This design comes from an exercise in tuning for small area and a short achievable clock period on the open sky130 flow, not from production work. In this exercise RTL edits were held to simulation tests only and were not proved equivalent to the original. The flow treats the clock pin as an ideal source, which a real chip does not have. Power and IR drop assume default switching activity.

==> inputs of run a <==
## coef_grad_bank
module coef_grad_bank #(
  parameter int NC    = 99,
  parameter int N     = 16,
  parameter int G     = 4,
  parameter int LR_SH = 3
) (
  input  logic            clk,
  input  logic            rst,
  input  logic [NC-1:0]   bp_we,
  input  logic            dtb,
  input  logic [NC*N-1:0] grad_in,
  output logic [N-1:0]    bus_out,
  output logic            bus_en,
  output logic [15:0]     samples,
  output logic            save_done,
  output logic            onehot_err
);
==> module coef_grad_bank, before the edit <==
module coef_grad_bank #(
  parameter int NC    = 99,
  parameter int N     = 16,
  parameter int G     = 4,
  parameter int LR_SH = 3
) (
  input  logic            clk,
  input  logic            rst,
  input  logic [NC-1:0]   bp_we,
  input  logic            dtb,
  input  logic [NC*N-1:0] grad_in,
  output logic [N-1:0]    bus_out,
  output logic            bus_en,
  output logic [15:0]     samples,
  output logic            save_done,
  output logic            onehot_err
);
  localparam int A = N + G;
  localparam logic [A-1:0] CBM = A'((1 << 5) | (1 << 10) | (1 << 15));
  logic any_we, many_we, one_hot;
  always_comb begin
    logic [127:0] an, mn;
    an = '0; mn = '0;
    an[NC-1:0] = bp_we;
    for (int w = 64; w >= 1; w = w / 2) begin
      for (int i = 0; i < w; i++) begin
        mn[i] = mn[2*i] | mn[2*i+1] | (an[2*i] & an[2*i+1]);
        an[i] = an[2*i] | an[2*i+1];
      end
    end
    any_we  = an[0];
    many_we = mn[0];
  end
  assign one_hot = any_we & ~many_we;
  logic last_only;
  assign last_only = bp_we[NC-1] & ~|bp_we[NC-2:0];
  logic [A-1:0]  nsq [NC];   
  logic [A-1:0]  ncq [NC];   
  logic [NC-1:0] nvq;        
  for (genvar k = 0; k < NC; k++) begin : g_acc
    logic [A-1:0] ns_q, nc_q;
    logic         nv_q;
    logic [A-1:0] na, nb, nc, nsum, ncy;
    assign na = ns_q | {A{nv_q}};
    assign nb = ~({{G{grad_in[k*N+N-1]}}, grad_in[k*N +: N]} & {A{bp_we[k] & ~dtb}});
    always_comb begin
      for (int i = 0; i < A; i++) begin
        if (i == 0)      nc[i] = 1'b1;
        else if (CBM[i]) nc[i] = nc_q[i] | nv_q;
        else             nc[i] = ncy[i-1];
        nsum[i] = na[i] ^ nb[i] ^ nc[i];
        ncy[i]  = (na[i] & nb[i]) | (na[i] & nc[i]) | (nb[i] & nc[i]);
      end
    end
    always_ff @(posedge clk) begin
      ns_q <= nsum;
      for (int i = 1; i < A; i++)
        if (CBM[i]) nc_q[i] <= ncy[i-1];
    end
    always_ff @(posedge clk or negedge rst) begin
      if (!rst) nv_q <= 1'b1;
      else      nv_q <= dtb & bp_we[k] & one_hot;
    end
    assign nsq[k] = ns_q;
    assign ncq[k] = nc_q | ~CBM;
    assign nvq[k] = nv_q;
  end
  logic [A-1:0] rns, rnc, rs, rc;
  logic         rnv, rv;
  always_comb begin
    rns = '0;
    rnc = '0;
    rnv = 1'b0;
    for (int k = 0; k < NC; k++) begin
      rns = rns | (nsq[k] & {A{bp_we[k]}});
      rnc = rnc | (ncq[k] & {A{bp_we[k]}});
      rnv = rnv | (nvq[k] & bp_we[k]);
    end
  end
  assign rs = ~rns;
  assign rc = ~rnc;
  assign rv = ~rnv;
  logic [A-1:0] val;
  logic [N-1:0] rd_val;
  assign val = rs + (rc & CBM);
  always_comb begin
    if (val[A-1] == val[A-2])
      rd_val = val[A-2:LR_SH];
    else if (val[A-1])
      rd_val = {1'b1, {(N-1){1'b0}}};
    else
      rd_val = {1'b0, {(N-1){1'b1}}};
  end
  always_ff @(posedge clk or negedge rst) begin
    if (!rst) begin
      bus_out    <= '0;
      bus_en     <= 1'b0;
      samples    <= '0;
      save_done  <= 1'b0;
      onehot_err <= 1'b0;
    end else begin
      bus_en    <= dtb & one_hot;
      save_done <= dtb & last_only;
      if (!dtb) begin
        if (any_we && samples != 16'hFFFF)
          samples <= samples + 16'd1;
      end else begin
        if (last_only)
          samples <= '0;
        if (any_we) begin
          bus_out <= (rv & ~many_we) ? rd_val : '0;
          if (many_we)
            onehot_err <= 1'b1;
        end
      end
    end
  end
endmodule
export LEC_CHECK = 0
export CAP_MARGIN = 40
export CELL_PAD_IN_SITES_DETAIL_PLACEMENT = 1
export CELL_PAD_IN_SITES_GLOBAL_PLACEMENT = 1
export CORE_MARGIN = 2
export CORE_UTILIZATION = 35
export CTS_CLUSTER_DIAMETER = 80
export CTS_CLUSTER_SIZE = 24
export PLACE_DENSITY = 0.5
export SLEW_MARGIN = 50
create_clock -name core_clock -period 10.5 [get_ports {clk}]
standard.sh (not shown) runs the stock make flow with config.mk's settings and CLKGATE_MAP_FILE= SYNTH_SCRIPT=/design/flow/synth_recipe.tcl, a recipe that flattens the netlist after the stock synthesis.
==> flow/flow/run.sh <==
#!/bin/bash
source flow/margins.sh
export PRE_GLOBAL_PLACE_TCL=$PWD/flow/pre_global_place.tcl
export PRE_FLOORPLAN_TCL=$PWD/flow/pre_floorplan.tcl
export PRE_CTS_TCL=$PWD/flow/pre_cts.tcl
export PRE_GLOBAL_ROUTE_TCL=$PWD/flow/pre_global_route.tcl
bash standard.sh "DONT_USE_CELLS=$(cat flow/dont_use_cells.txt)" finish > standard_flow.log 2>&1
st=$?
tail -40 standard_flow.log
exit $st
==> flow/flow/dont_use_cells.txt <==
sky130_fd_sc_hd__lpflow_bleeder_1 sky130_fd_sc_hd__lpflow_clkbufkapwr_1 sky130_fd_sc_hd__lpflow_clkbufkapwr_16 sky130_fd_sc_hd__lpflow_clkbufkapwr_2 sky130_fd_sc_hd__lpflow_clkbufkapwr_4 sky130_fd_sc_hd__lpflow_clkbufkapwr_8 sky130_fd_sc_hd__lpflow_clkinvkapwr_1 sky130_fd_sc_hd__lpflow_clkinvkapwr_16 sky130_fd_sc_hd__lpflow_clkinvkapwr_2 sky130_fd_sc_hd__lpflow_clkinvkapwr_4 sky130_fd_sc_hd__lpflow_clkinvkapwr_8 sky130_fd_sc_hd__lpflow_decapkapwr_12 sky130_fd_sc_hd__lpflow_decapkapwr_3 sky130_fd_sc_hd__lpflow_decapkapwr_4 sky130_fd_sc_hd__lpflow_decapkapwr_6 sky130_fd_sc_hd__lpflow_decapkapwr_8 sky130_fd_sc_hd__lpflow_inputiso0n_1 sky130_fd_sc_hd__lpflow_inputiso0p_1 sky130_fd_sc_hd__lpflow_inputiso1n_1 sky130_fd_sc_hd__lpflow_inputiso1p_1 sky130_fd_sc_hd__lpflow_inputisolatch_1 sky130_fd_sc_hd__lpflow_isobufsrc_1 sky130_fd_sc_hd__lpflow_isobufsrc_16 sky130_fd_sc_hd__lpflow_isobufsrc_2 sky130_fd_sc_hd__lpflow_isobufsrc_4 sky130_fd_sc_hd__lpflow_isobufsrc_8 sky130_fd_sc_hd__lpflow_isobufsrckapwr_16 sky130_fd_sc_hd__lpflow_lsbuf_lh_hl_isowell_tap_1 sky130_fd_sc_hd__lpflow_lsbuf_lh_hl_isowell_tap_2 sky130_fd_sc_hd__lpflow_lsbuf_lh_hl_isowell_tap_4 sky130_fd_sc_hd__lpflow_lsbuf_lh_isowell_4 sky130_fd_sc_hd__lpflow_lsbuf_lh_isowell_tap_1 sky130_fd_sc_hd__lpflow_lsbuf_lh_isowell_tap_2 sky130_fd_sc_hd__lpflow_lsbuf_lh_isowell_tap_4 sky130_fd_sc_hd__probe_p_8 sky130_fd_sc_hd__probec_p_8 sky130_fd_sc_hd__a2111o_1 sky130_fd_sc_hd__a2111o_2 sky130_fd_sc_hd__a2111o_4 sky130_fd_sc_hd__a2111oi_0 sky130_fd_sc_hd__a2111oi_1 sky130_fd_sc_hd__a2111oi_2 sky130_fd_sc_hd__a2111oi_4 sky130_fd_sc_hd__a311o_1 sky130_fd_sc_hd__a311o_2 sky130_fd_sc_hd__a311o_4 sky130_fd_sc_hd__a311oi_1 sky130_fd_sc_hd__a311oi_2 sky130_fd_sc_hd__a311oi_4 sky130_fd_sc_hd__a41o_1 sky130_fd_sc_hd__a41o_2 sky130_fd_sc_hd__a41o_4 sky130_fd_sc_hd__a41oi_1 sky130_fd_sc_hd__a41oi_2 sky130_fd_sc_hd__a41oi_4 sky130_fd_sc_hd__nor3_1 sky130_fd_sc_hd__nor3_2 sky130_fd_sc_hd__nor3_4 sky130_fd_sc_hd__nor3b_1 sky130_fd_sc_hd__nor3b_2 sky130_fd_sc_hd__nor3b_4 sky130_fd_sc_hd__nor4_1 sky130_fd_sc_hd__nor4_2 sky130_fd_sc_hd__nor4_4 sky130_fd_sc_hd__nor4b_1 sky130_fd_sc_hd__nor4b_2 sky130_fd_sc_hd__nor4b_4 sky130_fd_sc_hd__nor4bb_1 sky130_fd_sc_hd__nor4bb_2 sky130_fd_sc_hd__nor4bb_4 sky130_fd_sc_hd__o2111a_1 sky130_fd_sc_hd__o2111a_2 sky130_fd_sc_hd__o2111a_4 sky130_fd_sc_hd__o2111ai_1 sky130_fd_sc_hd__o2111ai_2 sky130_fd_sc_hd__o2111ai_4 sky130_fd_sc_hd__o311a_1 sky130_fd_sc_hd__o311a_2 sky130_fd_sc_hd__o311a_4 sky130_fd_sc_hd__o311ai_0 sky130_fd_sc_hd__o311ai_1 sky130_fd_sc_hd__o311ai_2 sky130_fd_sc_hd__o311ai_4 sky130_fd_sc_hd__o41a_1 sky130_fd_sc_hd__o41a_2 sky130_fd_sc_hd__o41a_4 sky130_fd_sc_hd__o41ai_1 sky130_fd_sc_hd__o41ai_2 sky130_fd_sc_hd__o41ai_4 sky130_fd_sc_hd__or3_1 sky130_fd_sc_hd__or3_2 sky130_fd_sc_hd__or3_4 sky130_fd_sc_hd__or3b_1 sky130_fd_sc_hd__or3b_2 sky130_fd_sc_hd__or3b_4 sky130_fd_sc_hd__or4_1 sky130_fd_sc_hd__or4_2 sky130_fd_sc_hd__or4_4 sky130_fd_sc_hd__or4b_1 sky130_fd_sc_hd__or4b_2 sky130_fd_sc_hd__or4b_4 sky130_fd_sc_hd__or4bb_1 sky130_fd_sc_hd__or4bb_2 sky130_fd_sc_hd__or4bb_4
==> flow/flow/margins.sh <==
export FLOW_MARGIN_FLOORPLAN=5.0
export FLOW_MARGIN_CTS=5.5
export FLOW_MARGIN_GRT=5.5
Other scripts of this flow, unchanged in this note and not shown: flow/flow/pre_cts.tcl, flow/flow/pre_floorplan.tcl, flow/flow/pre_global_place.tcl, flow/flow/pre_global_route.tcl
==> run b: changes against run a <==
--- a/flow/design.v
+++ b/flow/design.v
@@ -18,3 +18,3 @@
   localparam int A = N + G;
-  localparam logic [A-1:0] CBM = A'((1 << 5) | (1 << 10) | (1 << 15));
+  localparam logic [A-1:0] CBM = A'((1 << 4) | (1 << 8) | (1 << 12) | (1 << 16));
   logic any_we, many_we, one_hot;
@@ -34,4 +34,2 @@
   assign one_hot = any_we & ~many_we;
-  logic last_only;
-  assign last_only = bp_we[NC-1] & ~|bp_we[NC-2:0];
   logic [A-1:0]  nsq [NC];   
@@ -67,17 +65,13 @@
   end
-  logic [A-1:0] rns, rnc, rs, rc;
-  logic         rnv, rv;
+  logic [A-1:0] rs, rc;
+  logic         rv;
   always_comb begin
-    rns = '0;
-    rnc = '0;
-    rnv = 1'b0;
+    rs = '0;
+    rc = '0;
     for (int k = 0; k < NC; k++) begin
-      rns = rns | (nsq[k] & {A{bp_we[k]}});
-      rnc = rnc | (ncq[k] & {A{bp_we[k]}});
-      rnv = rnv | (nvq[k] & bp_we[k]);
+      rs = rs | (~nsq[k] & {A{bp_we[k]}});
+      rc = rc | (~ncq[k] & {A{bp_we[k]}});
     end
   end
-  assign rs = ~rns;
-  assign rc = ~rnc;
-  assign rv = ~rnv;
+  assign rv = |(~nvq & bp_we);
   logic [A-1:0] val;
@@ -102,3 +96,3 @@
       bus_en    <= dtb & one_hot;
-      save_done <= dtb & last_only;
+      save_done <= dtb & one_hot & bp_we[NC-1];
       if (!dtb) begin
@@ -106,10 +100,8 @@
           samples <= samples + 16'd1;
-      end else begin
-        if (last_only)
+      end else if (any_we) begin
+        bus_out <= (rv & ~many_we) ? rd_val : '0;
+        if (many_we)
+          onehot_err <= 1'b1;
+        else if (bp_we[NC-1])
           samples <= '0;
-        if (any_we) begin
-          bus_out <= (rv & ~many_we) ? rd_val : '0;
-          if (many_we)
-            onehot_err <= 1'b1;
-        end
       end
--- a/flow/flow/run.sh
+++ b/flow/flow/run.sh
@@ -6,3 +6,3 @@
 export PRE_GLOBAL_ROUTE_TCL=$PWD/flow/pre_global_route.tcl
-bash standard.sh "DONT_USE_CELLS=$(cat flow/dont_use_cells.txt)" finish > standard_flow.log 2>&1
+bash standard.sh > standard_flow.log 2>&1
 st=$?
==> flow/flow/margins.sh (replaced) <==
export FLOW_MARGIN_FLOORPLAN=0
export FLOW_MARGIN_CTS=6.0
export FLOW_MARGIN_GRT=6.0
removed: flow/flow/dont_use_cells.txt
==> notes <==
Critical path depth: run b is higher than run a (3). Die area: run b is higher than run a (about 1.7%). Of run b and run a, run b has the higher cell count (gap about 6%, measured against run a). Between run b and run a, the lower count of clock-buffer cells in the layout is in run b (gap 4). Of run b and run a, run b has the higher combinational power (gap about 20%, measured against run a). In run a the fmax is larger than in run b, by about 10%. Of run b and run a, run b has the higher routed wire length (gap 19%, measured against run a). Between run b and run a, the lower synthesized cell count is in run a (gap 5.0%, measured against run a). Against run b, the area after synthesis of run a is lower by about 1.7%. Clock skew: run a is lower than run b (0.0094 ns). Of run a and run b, run b has the higher hold slack (gap 0.073 ns).
==> figures <==
|  | run a | run b |
|---|---|---|
| Result of the run | no timing/DRC/antenna violations | no timing/DRC/antenna violations |
| Starting density of the core | 35.2% | 35.2% |
| Switching power | 25.1 mW | 29.6 mW |
| Time the final worst path needs with I/O delays and setup | 5.36 ns | 5.93 ns |
| Number of synthesized register bits | 2411 | 2510 |
| CP Data Arrival Time | 6.17 ns | 6.75 ns |
| Sequential-cell power consumption | 24.8 mW | 27.0 mW |
| Total internal power | 24.6 mW | 25.4 mW |
| Seq_cells | 2411 | 2510 |
| Maximum clock skew at final layout | 0.0781 ns | 0.0875 ns |
| Unique cell type count in the Yosys netlist | 61 | 81 |
| Total of clock buffers placed in the layout | 191 | 187 |
| # fillers | 38838 | 39561 |
| Sw frac | 50.5% | 53.8% |
| Worst Path Buf+Inv | 3 | 4 |
| Startpoint of the worst-slack reg-to-reg timing path | g_acc[33].nc_q[10] | g_acc[90].ns_q[17] |
| HP Start | onehot_err | samples[6] |
| Combinational-cell power consumption | 17.3 mW | 20.7 mW |
| Post-synthesis average cell area | 11.3 um^2 | 10.9 um^2 |
| Net count after synthesis | 14712 | 15267 |
| Non-clock inverter count | 205 | 398 |
| Clock edge transition at the registers on the reported setup and hold paths | 0.10 ns | 0.08 ns |
| Met1 track utilization from global routing | 61.4% | 65.1% |

-- re-timing with driven ports --
In the flow no input, the clock included, has a driving cell. The finished layouts below were timed again as built, in two steps.
Step 1 sets driving cells, clkbuf_16 on the clock port and buf_2 on the other inputs (assumed; they add their load-dependent delay and slew).
Step 2 times the ports against the registers' clock, not the clock port: input delays grow and output delays shrink by t, the midpoint of the rising clock arrivals with the driver on.
Three values: ideal ports, drivers, drivers and shift; two values: the first two.
| run | t (ns) | slack for setup (ns) | worst data-port slew with drivers (ns) |
|---|---|---|---|
| run a | 1.092 | 5.141 / 5.245 / 4.153 | 0.21 |
| run b | 1.103 | 4.574 / 4.689 / 3.586 | 0.32 |
After both steps every run listed still meets setup and hold.
